What follows belongs to an exercise in optimizing a design on an open flow for a short achievable clock period and few clock cycles; a production flow would make more cautious choices. Only the layout flow was run in this run; the RTL was not checked for function there. Power and IR drop assume default switching activity.

[design/flow/flow/run.sh]
#!/bin/bash
# The standard layout (standard.sh), with Yosys's full-adder extraction turned
# off so that ABC maps the adders itself.
set -euo pipefail
bash standard.sh ADDER_MAP_FILE= finish > flow.log 2>&1
[design/flow/standard.sh]
#!/bin/bash
# synth_recipe.tcl (not shown) runs the flow's synth.tcl, then flattens the netlist and writes it again
# the make line also repeats each setting of config.mk as NAME=value (left out here)
make -C /OpenROAD-flow-scripts/flow DESIGN_CONFIG=/design/flow/config.mk WORK_HOME=/design/flow/orfs CLKGATE_MAP_FILE= SYNTH_SCRIPT=/design/flow/synth_recipe.tcl "${@:-finish}"
[design/flow/config.mk]
export PLATFORM = sky130hd
export DESIGN_NAME = five_stage_cpu
export DESIGN_NICKNAME = five_stage_cpu
export VERILOG_FILES = /design/flow/design.v
export SDC_FILE = /design/flow/constraint.sdc
export NUM_CORES = 4
export LEC_CHECK = 0
export CAP_MARGIN = 20
export CORE_MARGIN = 2
export CORE_UTILIZATION = 40
export PLACE_DENSITY = 0.6
export SETUP_SLACK_MARGIN = 3.2
export SLEW_MARGIN = 20
[design/flow/constraint.sdc]
create_clock -name core_clock -period 6.0 [get_ports {clk}]
set_input_delay 1.2000 -clock core_clock [delete_from_list [all_inputs] [get_ports {clk}]]
set_output_delay 1.2000 -clock core_clock [all_outputs]
set_load 0.01 [all_outputs]
[design/flow/design.v]
package cpu_pkg;
    localparam int xlen = 32;
    localparam int reg_addr_width = 5;
    localparam int data_words = 64;
    localparam int data_index_width = $clog2(data_words);
    localparam logic [6:0] op_reg_arith = 7'b0110011;
    localparam logic [6:0] op_imm_arith = 7'b0010011;
    localparam logic [6:0] op_load = 7'b0000011;
    localparam logic [6:0] op_store = 7'b0100011;
    localparam logic [6:0] op_lui = 7'b0110111;
    localparam logic [6:0] op_jal = 7'b1101111;
    localparam logic [2:0] f3_add_sub = 3'b000;
    localparam logic [2:0] f3_slt = 3'b010;
    localparam logic [2:0] f3_xor = 3'b100;
    localparam logic [2:0] f3_or = 3'b110;
    localparam logic [2:0] f3_and = 3'b111;
    localparam logic [2:0] f3_word = 3'b010;  
    localparam int sel_add = 0;  
    localparam int sel_sub = 1;
    localparam int sel_slt = 2;
    localparam int sel_xor = 3;
    localparam int sel_or = 4;
    localparam int sel_and = 5;
    localparam int sel_load = 6;
    localparam int sel_width = 7;
endpackage
`timescale 1ns/10ps
module stage_register #(
    parameter int width = 1
) (
    input  logic clk,
    input  logic rst,
    input  logic valid_in,
    input  logic [width-1:0] payload_in,
    output logic valid_out,
    output logic [width-1:0] payload_out
);
    always_ff @(posedge clk) begin
        if (!rst) valid_out <= 1'b0;
        else valid_out <= valid_in;
    end
    always_ff @(posedge clk) begin
        if (valid_in) payload_out <= payload_in;
    end
endmodule
`timescale 1ns/10ps
import cpu_pkg::*;
module register_file (
    input  logic clk,
    input  logic rst,
    input  logic [reg_addr_width-1:0] read_addr_1,
    input  logic [reg_addr_width-1:0] read_addr_2,
    output logic [xlen-1:0] read_data_1,
    output logic [xlen-1:0] read_data_2,
    input  logic [(2**reg_addr_width)-1:1] write_enable,  
    input  logic [xlen-1:0] write_data
);
    logic [xlen-1:0] regs [1:(2**reg_addr_width)-1];  
    always_ff @(posedge clk) begin
        if (!rst) begin
            for (int i = 1; i < 2**reg_addr_width; i++) begin
                regs[i] <= '0;
            end
        end else begin
            for (int i = 1; i < 2**reg_addr_width; i++) begin
                if (write_enable[i]) regs[i] <= write_data;
            end
        end
    end
    assign read_data_1 = (read_addr_1 == '0) ? '0 : regs[read_addr_1];
    assign read_data_2 = (read_addr_2 == '0) ? '0 : regs[read_addr_2];
endmodule
`timescale 1ns/10ps
import cpu_pkg::*;
module fetch_stage (
    input  logic clk,
    input  logic rst,
    input  logic stall,
    output logic [xlen-1:0] instr_addr,
    input  logic [xlen-1:0] instr_data,
    output logic [xlen-1:0] fetch_link,    
    output logic [xlen-1:0] fetch_instr,
    output logic fetch_valid
);
    logic [xlen-1:0] pc;
    logic [xlen-1:0] pc_plus4;
    logic [xlen-1:0] target;
    logic [xlen-1:0] pc_next;
    logic is_jal;
    logic [xlen-1:0] imm_j;
    assign instr_addr = pc;
    assign pc_plus4 = pc + xlen'(4);
    assign is_jal = instr_data[6:0] == op_jal;
    assign imm_j = {{12{instr_data[31]}}, instr_data[19:12], instr_data[20],
                    instr_data[30:21], 1'b0};
    assign target = pc + imm_j;
    assign pc_next = is_jal ? target : pc_plus4;
    always_ff @(posedge clk) begin
        if (!rst) begin
            pc <= '0;
            fetch_valid <= 1'b0;
        end else if (!stall) begin
            pc <= pc_next;
            fetch_valid <= 1'b1;
        end
    end
    always_ff @(posedge clk) begin
        if (!stall) begin
            fetch_instr <= instr_data;
            fetch_link <= pc_plus4;
        end
    end
endmodule
`timescale 1ns/10ps
import cpu_pkg::*;
module decode_stage (
    input  logic [xlen-1:0] fetch_link,
    input  logic [xlen-1:0] fetch_instr,
    input  logic fetch_valid,
    output logic [reg_addr_width-1:0] read_addr_1,
    output logic [reg_addr_width-1:0] read_addr_2,
    input  logic [xlen-1:0] read_data_1,
    input  logic [xlen-1:0] read_data_2,
    input  logic ex_write,
    input  logic [reg_addr_width-1:0] ex_rd,
    input  logic [xlen-1:0] ex_result,    
    input  logic [7:0] ex_result_fast,    
    input  logic ex_slow,                 
    input  logic wb_write,
    input  logic [reg_addr_width-1:0] wb_rd,
    input  logic [xlen-1:0] wb_data,
    output logic [xlen-1:0] operand_a,
    output logic [xlen-1:0] operand_b,
    output logic [data_index_width-1:0] data_index,
    output logic [sel_width-1:0] sel,
    output logic write,
    output logic store,
    output logic [reg_addr_width-1:0] rd,
    output logic stall    
);
    logic a_from_ex;
    logic b_from_ex;
    logic [6:0] opcode;
    logic [2:0] funct3;
    logic is_reg;
    logic is_imm;
    logic is_load;
    logic is_store;
    logic is_lui;
    logic is_jal;
    logic arith_legal;
    logic b_from_reg;
    logic a_zero;
    logic [xlen-1:0] imm_i;
    logic [xlen-1:0] imm_u;
    logic [xlen-1:0] a_base;
    logic [xlen-1:0] b_reg;
    logic [xlen-1:0] b_base;
    assign opcode = fetch_instr[6:0];
    assign funct3 = fetch_instr[14:12];
    assign rd = fetch_instr[11:7];
    assign read_addr_1 = fetch_instr[19:15];
    assign read_addr_2 = fetch_instr[24:20];
    assign imm_i = {{20{fetch_instr[31]}}, fetch_instr[31:20]};
    assign imm_u = {fetch_instr[31:12], 12'b0};
    assign is_reg = opcode == op_reg_arith;
    assign is_imm = opcode == op_imm_arith;
    assign is_load = opcode == op_load && funct3 == f3_word;
    assign is_store = opcode == op_store && funct3 == f3_word;
    assign is_lui = opcode == op_lui;
    assign is_jal = opcode == op_jal;
    assign arith_legal = funct3 == f3_add_sub || funct3 == f3_slt || funct3 == f3_xor
                         || funct3 == f3_or || funct3 == f3_and;
    assign stall = fetch_valid && (is_load || is_store) && a_from_ex && ex_slow;
    assign write = fetch_valid && !stall && rd != '0
                   && (((is_reg || is_imm) && arith_legal) || is_load || is_lui || is_jal);
    assign store = fetch_valid && !stall && is_store;
    always_comb begin
        sel = '0;
        if (is_load) begin
            sel[sel_load] = 1'b1;
        end else if (is_lui || is_jal) begin
            sel[sel_add] = 1'b1;
        end else begin
            case (funct3)
                f3_add_sub: begin
                    if (is_reg && fetch_instr[30]) sel[sel_sub] = 1'b1;
                    else sel[sel_add] = 1'b1;
                end
                f3_slt: sel[sel_slt] = 1'b1;
                f3_xor: sel[sel_xor] = 1'b1;
                f3_or: sel[sel_or] = 1'b1;
                default: sel[sel_and] = 1'b1;
            endcase
        end
    end
    logic [7:0] offset;
    logic [7:0] base;
    logic [7:0] address;
    assign offset = is_store ? {fetch_instr[27:25], fetch_instr[11:7]} : fetch_instr[27:20];
    assign a_zero = is_lui || is_jal;
    assign a_from_ex = ex_write && ex_rd == read_addr_1 && !a_zero;
    always_comb begin
        if (a_zero || read_addr_1 == '0) a_base = '0;
        else if (wb_write && wb_rd == read_addr_1) a_base = wb_data;
        else a_base = read_data_1;
    end
    assign operand_a = a_from_ex ? ex_result : a_base;
    assign base = a_from_ex ? ex_result_fast : a_base[7:0];
    assign address = base + offset;
    assign data_index = address[7:2];
    assign b_from_reg = is_reg || is_store;
    assign b_from_ex = ex_write && ex_rd == read_addr_2 && b_from_reg;
    always_comb begin
        if (read_addr_2 == '0) b_reg = '0;
        else if (wb_write && wb_rd == read_addr_2) b_reg = wb_data;
        else b_reg = read_data_2;
        if (b_from_reg) b_base = b_reg;
        else if (is_lui) b_base = imm_u;
        else if (is_jal) b_base = fetch_link;
        else b_base = imm_i;
    end
    assign operand_b = b_from_ex ? ex_result : b_base;
endmodule
`timescale 1ns/10ps
import cpu_pkg::*;
module execute_stage (
    input  logic [xlen-1:0] operand_a,
    input  logic [xlen-1:0] operand_b,
    input  logic [sel_width-1:0] sel,
    input  logic [xlen-1:0] load_data,
    output logic [xlen-1:0] store_data,
    output logic [xlen-1:0] result,
    output logic [7:0] result_fast,    
    output logic slow
);
    logic [xlen-1:0] a;
    logic [xlen-1:0] b;
    logic [xlen-1:0] sum;
    logic [xlen-1:0] diff;
    logic less;
    assign a = operand_a;
    assign b = operand_b;
    assign sum = a + b;
    assign diff = a - b;
    assign less = (a[xlen-1] != b[xlen-1]) ? a[xlen-1] : diff[xlen-1];
    assign store_data = b;
    assign result = ({xlen{sel[sel_add]}} & sum)
                  | ({xlen{sel[sel_sub]}} & diff)
                  | ({xlen{sel[sel_slt]}} & {{(xlen-1){1'b0}}, less})
                  | ({xlen{sel[sel_xor]}} & (a ^ b))
                  | ({xlen{sel[sel_or]}} & (a | b))
                  | ({xlen{sel[sel_and]}} & (a & b))
                  | ({xlen{sel[sel_load]}} & load_data);
    assign result_fast = ({8{sel[sel_add]}} & sum[7:0])
                       | ({8{sel[sel_sub]}} & diff[7:0])
                       | ({8{sel[sel_xor]}} & (a[7:0] ^ b[7:0]))
                       | ({8{sel[sel_or]}} & (a[7:0] | b[7:0]))
                       | ({8{sel[sel_and]}} & (a[7:0] & b[7:0]));
    assign slow = sel[sel_load] || sel[sel_slt];
endmodule
`timescale 1ns/10ps
import cpu_pkg::*;
module memory_stage (
    input  logic clk,
    input  logic [data_index_width-1:0] index,
    input  logic store,
    input  logic [xlen-1:0] store_data,
    output logic [xlen-1:0] load_data
);
    logic [xlen-1:0] ram [data_words];
    always_ff @(posedge clk) begin
        if (store) begin
            ram[index] <= store_data;
        end
    end
    assign load_data = ram[index];
endmodule
`timescale 1ns/10ps
import cpu_pkg::*;
module five_stage_cpu (
    input  logic clk,
    input  logic rst,
    output logic [xlen-1:0] instr_addr,
    input  logic [xlen-1:0] instr_data,
    output logic retire_valid,
    output logic [reg_addr_width-1:0] retire_rd,
    output logic [xlen-1:0] retire_data
);
    logic [xlen-1:0] fetch_link;
    logic [xlen-1:0] fetch_instr;
    logic fetch_valid;
    logic [reg_addr_width-1:0] read_addr_1;
    logic [reg_addr_width-1:0] read_addr_2;
    logic [xlen-1:0] read_data_1;
    logic [xlen-1:0] read_data_2;
    logic [xlen-1:0] d_operand_a;
    logic [xlen-1:0] d_operand_b;
    logic [data_index_width-1:0] d_index;
    logic [sel_width-1:0] d_sel;
    logic d_write;
    logic d_store;
    logic [reg_addr_width-1:0] d_rd;
    logic stall;
    logic [xlen-1:0] ex_operand_a;
    logic [xlen-1:0] ex_operand_b;
    logic [sel_width-1:0] ex_sel;
    logic ex_write;
    logic ex_store;
    logic [reg_addr_width-1:0] ex_rd;
    logic [xlen-1:0] store_data;
    logic [data_index_width-1:0] data_index;
    logic [xlen-1:0] load_data;
    logic [xlen-1:0] ex_result;
    logic [7:0] ex_result_fast;
    logic ex_slow;
    fetch_stage fetch_stage (
        .clk ( clk ),
        .rst ( rst ),
        .stall ( stall ),
        .instr_addr ( instr_addr ),
        .instr_data ( instr_data ),
        .fetch_link ( fetch_link ),
        .fetch_instr ( fetch_instr ),
        .fetch_valid ( fetch_valid )
    );
    decode_stage decode_stage (
        .fetch_link ( fetch_link ),
        .fetch_instr ( fetch_instr ),
        .fetch_valid ( fetch_valid ),
        .read_addr_1 ( read_addr_1 ),
        .read_addr_2 ( read_addr_2 ),
        .read_data_1 ( read_data_1 ),
        .read_data_2 ( read_data_2 ),
        .ex_write ( ex_write ),
        .ex_rd ( ex_rd ),
        .ex_result ( ex_result ),
        .ex_result_fast ( ex_result_fast ),
        .ex_slow ( ex_slow ),
        .wb_write ( retire_valid ),
        .wb_rd ( retire_rd ),
        .wb_data ( retire_data ),
        .operand_a ( d_operand_a ),
        .operand_b ( d_operand_b ),
        .data_index ( d_index ),
        .sel ( d_sel ),
        .write ( d_write ),
        .store ( d_store ),
        .rd ( d_rd ),
        .stall ( stall )
    );
    register_file register_file (
        .clk ( clk ),
        .rst ( rst ),
        .read_addr_1 ( read_addr_1 ),
        .read_addr_2 ( read_addr_2 ),
        .read_data_1 ( read_data_1 ),
        .read_data_2 ( read_data_2 ),
        .write_enable ( wb_enable ),
        .write_data ( retire_data )
    );
    logic [(2**reg_addr_width)-1:1] wb_enable;
    always_ff @(posedge clk) begin
        for (int i = 1; i < 2**reg_addr_width; i++) begin
            wb_enable[i] <= rst && ex_write && ex_rd == reg_addr_width'(i);
        end
    end
    always_ff @(posedge clk) begin
        if (!rst) begin
            ex_write <= 1'b0;
            ex_store <= 1'b0;
        end else begin
            ex_write <= d_write;
            ex_store <= d_store;
        end
    end
    always_ff @(posedge clk) begin
        ex_operand_a <= d_operand_a;
        ex_operand_b <= d_operand_b;
        data_index <= d_index;
        ex_sel <= d_sel;
        ex_rd <= d_rd;
    end
    execute_stage execute_stage (
        .operand_a ( ex_operand_a ),
        .operand_b ( ex_operand_b ),
        .sel ( ex_sel ),
        .store_data ( store_data ),
        .load_data ( load_data ),
        .result ( ex_result ),
        .result_fast ( ex_result_fast ),
        .slow ( ex_slow )
    );
    memory_stage memory_stage (
        .clk ( clk ),
        .index ( data_index ),
        .store ( ex_store ),
        .store_data ( store_data ),
        .load_data ( load_data )
    );
    stage_register #(.width(reg_addr_width + xlen)) writeback_register (
        .clk ( clk ),
        .rst ( rst ),
        .valid_in ( ex_write ),
        .payload_in ( {ex_rd, ex_result} ),
        .valid_out ( retire_valid ),
        .payload_out ( {retire_rd, retire_data} )
    );
endmodule
==> notes.md <==
-- cell usage after synthesis (10+ instances only) --
master                     instances
sky130_fd_sc_hd__a22o_1          297
sky130_fd_sc_hd__xor2_1           69
sky130_fd_sc_hd__and2_1           20
sky130_fd_sc_hd__buf_1           185
sky130_fd_sc_hd__edfxtp_1       2148
sky130_fd_sc_hd__dfxtp_1        1140
sky130_fd_sc_hd__a31oi_1         219
sky130_fd_sc_hd__or4_1            19
sky130_fd_sc_hd__maj3_1           52
sky130_fd_sc_hd__nand4_1         169
sky130_fd_sc_hd__clkbuf_1        780
sky130_fd_sc_hd__xnor2_1         125
sky130_fd_sc_hd__or3_1            11
sky130_fd_sc_hd__nand3_1         158
sky130_fd_sc_hd__or2_2            13
sky130_fd_sc_hd__nand2b_1         21
sky130_fd_sc_hd__a21oi_1         288
sky130_fd_sc_hd__nor4_1           61
sky130_fd_sc_hd__mux2i_1        1023
sky130_fd_sc_hd__a22oi_1        1242
sky130_fd_sc_hd__o21ai_0         107
sky130_fd_sc_hd__a21o_1           10
sky130_fd_sc_hd__nor2b_1          26
sky130_fd_sc_hd__nand3b_1         14
sky130_fd_sc_hd__nand2_1         339
sky130_fd_sc_hd__a221oi_1        339
sky130_fd_sc_hd__o221ai_1         15
sky130_fd_sc_hd__nor2_1         1365
sky130_fd_sc_hd__o211ai_1         21
sky130_fd_sc_hd__and3_1           32
sky130_fd_sc_hd__o22ai_1          67
sky130_fd_sc_hd__a222oi_1         59
sky130_fd_sc_hd__nor3_1          122
sky130_fd_sc_hd__o21a_1           15
sky130_fd_sc_hd__inv_1            65
sky130_fd_sc_hd__a41oi_1          12
sky130_fd_sc_hd__mux2_2           20
sky130_fd_sc_hd__a211oi_1         22
sky130_fd_sc_hd__buf_2            14
-- state kept, by name (all words and copies together) (netlist names), 31 cells and up --
register,count
memory_stage.ram,2048
fetch_stage.fetch_instr,32
writeback_register.payload_out,37
register_file.regs,992
fetch_stage.fetch_link,31
fetch_stage.pc,31
ex_operand_b,32
ex_operand_a,32
wb_enable,31
-- layer usage --
layer  part of all wire [%]  vias up  global-route usage (%)
met5                  0.088        -                   0.476
met4                     10       38                    29.2
met3                     14     2867                    12.6
met2                     42     9655                    53.6
met1                     34    55500                    44.6
li1                       -    43800                       -
-- cells by family after synthesis --
logic type	count (synthesis)
flip-flops	3288
AND/OR/NAND/NOR	2419
buffers and inverters	1060
AO/OA/AOI/OAI	2799
adder cells (fa/ha/maj)	56
other	1
multiplexers	1044
XOR/XNOR	194
-- report_power, final --
group          total (mW)  switching (mW)  internal [mW]
combinational        5.09            3.39           1.69
clock                21.6            9.28           12.3
sequential           24.3           0.131           24.1
total                51.0            12.8           38.2
-- worst max-delay path: stages, from the launching register on --
cell and delay (ns):
sky130_fd_sc_hd__edfxtp_1 0.47, sky130_fd_sc_hd__buf_6 0.18, sky130_fd_sc_hd__nor2b_4 0.12, sky130_fd_sc_hd__buf_8 0.13, sky130_fd_sc_hd__and3_4 0.19, sky130_fd_sc_hd__a2111oi_4 0.30, sky130_fd_sc_hd__nand3_2 0.15, sky130_fd_sc_hd__or4_4 0.64
sky130_fd_sc_hd__a31oi_4 0.19, sky130_fd_sc_hd__o21a_2 0.18, sky130_fd_sc_hd__maj3_4 0.20, sky130_fd_sc_hd__a21oi_4 0.06, sky130_fd_sc_hd__maj3_2 0.32, sky130_fd_sc_hd__maj3_2 0.32, sky130_fd_sc_hd__maj3_2 0.33, sky130_fd_sc_hd__xnor2_2 0.15
-- what timing repair did --
item | in CTS | in global routing
resized for setup | 1647 | 417
pin swaps | 387 | 279
setup buffers | 610 | 170
gates cloned | 90 | 16
endpoints found under the setup margin | 2256 | 609
hold buffers | 0 | 0
-- area by class of cell --
type	instances	area, um2
Sequential cell	3288	87600
Multi-Input combinational cell	6539	51800
Antenna cell	22	55.1
Tap cell	4515	5650
Clock buffer	465	9510
Inverter	67	284
Fill cell	28100	164000
Timing Repair Buffer	1422	16500
Clock inverter	157	1650
-- path summary, 6_finish.rpt --
kind | from | to | slack [ns] | cells after the start
max | fetch_stage.fetch_instr[19]$_DFFE_PN_ | data_index[5]$_DFF_P_ | 2.01 | 15
min | fetch_stage.fetch_instr[9]$_DFFE_PN_ | ex_rd[2]$_DFF_P_ | 0.47 | 0
max reg2reg | fetch_stage.fetch_instr[19]$_DFFE_PN_ | data_index[5]$_DFF_P_ | 2.01 | 15
min reg2reg | fetch_stage.fetch_instr[9]$_DFFE_PN_ | ex_rd[2]$_DFF_P_ | 0.47 | 0
==> out/summary.txt <==
outcome: complete, no violations
Req. time, crit path: 6.86 ns
critical path capture point type: flip-flop
share of the synthesized netlist area taken by xor and xnor gates: 1.25%
share of the yosys chip area belonging to registers: 64.4%
width of the chip: 586 um
GRT Total Usage: 36.9%
fraction of layout cells with a size suffix above 1: 25.3%
number of synthesized flops with an enable pin: 2,148
maximum fanout along the worst path: 8
placed wire-length estimate after detailed placement: 354 mm
time the worst path needs with I/O delays and setup: 3.99 ns
placed cell count: 14,900
Antenna Nets Post-Route: 0
final clock skew: 0.0837 ns
total power divided by cell area: 294 mW/mm2
kind of path behind the tightest hold check: reg -> reg
final wirelength: 661 mm
Worst Path Class, Setup: reg -> reg
clk sink count: 3,288
number of endpoints failing setup at the final stage: 0
proportion of synthesized flip-flops having asynchronous set or reset: 0%
Top Ports: 104
cell count after synthesis: 10,900
count of final hold-check violations: 0
pin count of the biggest net entering global routing: 110
mapped cell area: 0.136 mm2
post-detailed-route wirelength per cell: 40.1 um
CTS root buf: sky130_fd_sc_hd__clkbuf_16
remaining global-route overflow: 0
post-synth cell types: 97
Pwr Total: 51.0 mW
Final Worst Setup Slack: 2.01 ns
GP Congestion: 0.971
via density per instance: 6.79
FMAX: 251 MHz
post-synthesis adder-cell area fraction: 0.419%
post-route DRC violation count: 0
transition time of the tightest slew-check pin: 1.33 ns
detailed-router iteration count before antenna repair: 17
first-pass GRT wire length: 878 mm
effective utilization at floorplan: 40.2%
cell type with the largest total area after synthesis: sky130_fd_sc_hd__edfxtp_1
most frequent standard cell in the layout excluding fill and tap cells: sky130_fd_sc_hd__edfxtp_1
number of global-route vias before repair: 103,000
total of warnings raised by yosys: 39
number of standard cells in the final layout excluding fillers: 16,500
Compound-Gate Fraction of Synth Area: 15.3%
later-pin clock latency in the skew report: 0.98 ns
number of violations of the max-capacitance limit: 0
share of Yosys cell area claimed by the top area cell type: 47.6%
area of all placed cells without fillers: 0.173 mm2
DR iter-0 viols: 20,200
share of the cycle needed by the critical path after routing: 66.5%
standard cell core area: 0.337 mm2
area growth from synthesis to layout: 27.7%
post-route worst hold slack: 0.467 ns
number of vias in the routed layout: 112,000
number of antenna violations at the first check in global routing: 54
static leakage: 56.9 nW
synthesized netlist net count: 10,900
cts bufs inserted: 344
buffers added on ports: 102
Setup crit start kind: flip-flop
highest-count cells in the layout ignoring fill and taps: sky130_fd_sc_hd__edfxtp_1 (2,148), sky130_fd_sc_hd__nor2_1 (1,223), sky130_fd_sc_hd__a22oi_1 (1,189)
clock transition time at the flip-flop clock pins of the worst setup and hold paths: 0.07 ns
average cell area after synthesis: 12.5 um2
simple-gate portion of the synthesized area: 7.87%
area of the die: 0.344 mm2
synthesized flop and latch total: 3,288
dominant combinational cell family by area after synthesis: compound AO/OA/AOI/OAI gates
predominant post-synthesis flop cell: sky130_fd_sc_hd__edfxtp_1
share of synthesized area spent on multiplexers: 7.73%
setup repair after global routing missed its margin: yes
TritonCTS clock tree: yes
headroom to the max-slew limit: 8.68%
Cell Area, Placed: 0.144 mm2
number of max-slew violations in the final report: 0
peak supply drop: 0.000296 V
net count of the finished layout: 11,700
H-tree Lvls: 5
maximum buffer depth of the clock tree: 4
final setup TNS: 0 ns
cell types occupying the most area after synthesis: sky130_fd_sc_hd__edfxtp_1 (48%), sky130_fd_sc_hd__dfxtp_1 (17%), sky130_fd_sc_hd__mux2i_1 (7.6%)
utilization after layout: 51.4%
critical path arrival: 4.85 ns
DP Worst Slack: 1.26 ns
height of the chip: 586 um
cell row count: 213

==> port drivers added, routing unchanged <==
The results above use ideal ports. As a check the final layout listed here was re-extracted and re-timed, cells and wires unchanged. Step 1 sets driving cells, clkbuf_16 on the clock port and buf_2 on the other inputs (assumed; they add their load-dependent delay and slew). Step 2 also shifts input and output timing later by t, the mid clock arrival at the registers, as if the neighbouring blocks saw the same clock. Slacks: ideal / step 1 / step 2; pairs: ideal / step 1.
t (ns): 1.050
slack for setup (ns): 2.013 / 2.013 / 2.002
pins driven straight from the clock port: 1
After both steps this run still meets setup and hold. For this run, drivers alone change the setup slack by 0.000 ns; drivers and shift together by -0.011 ns.
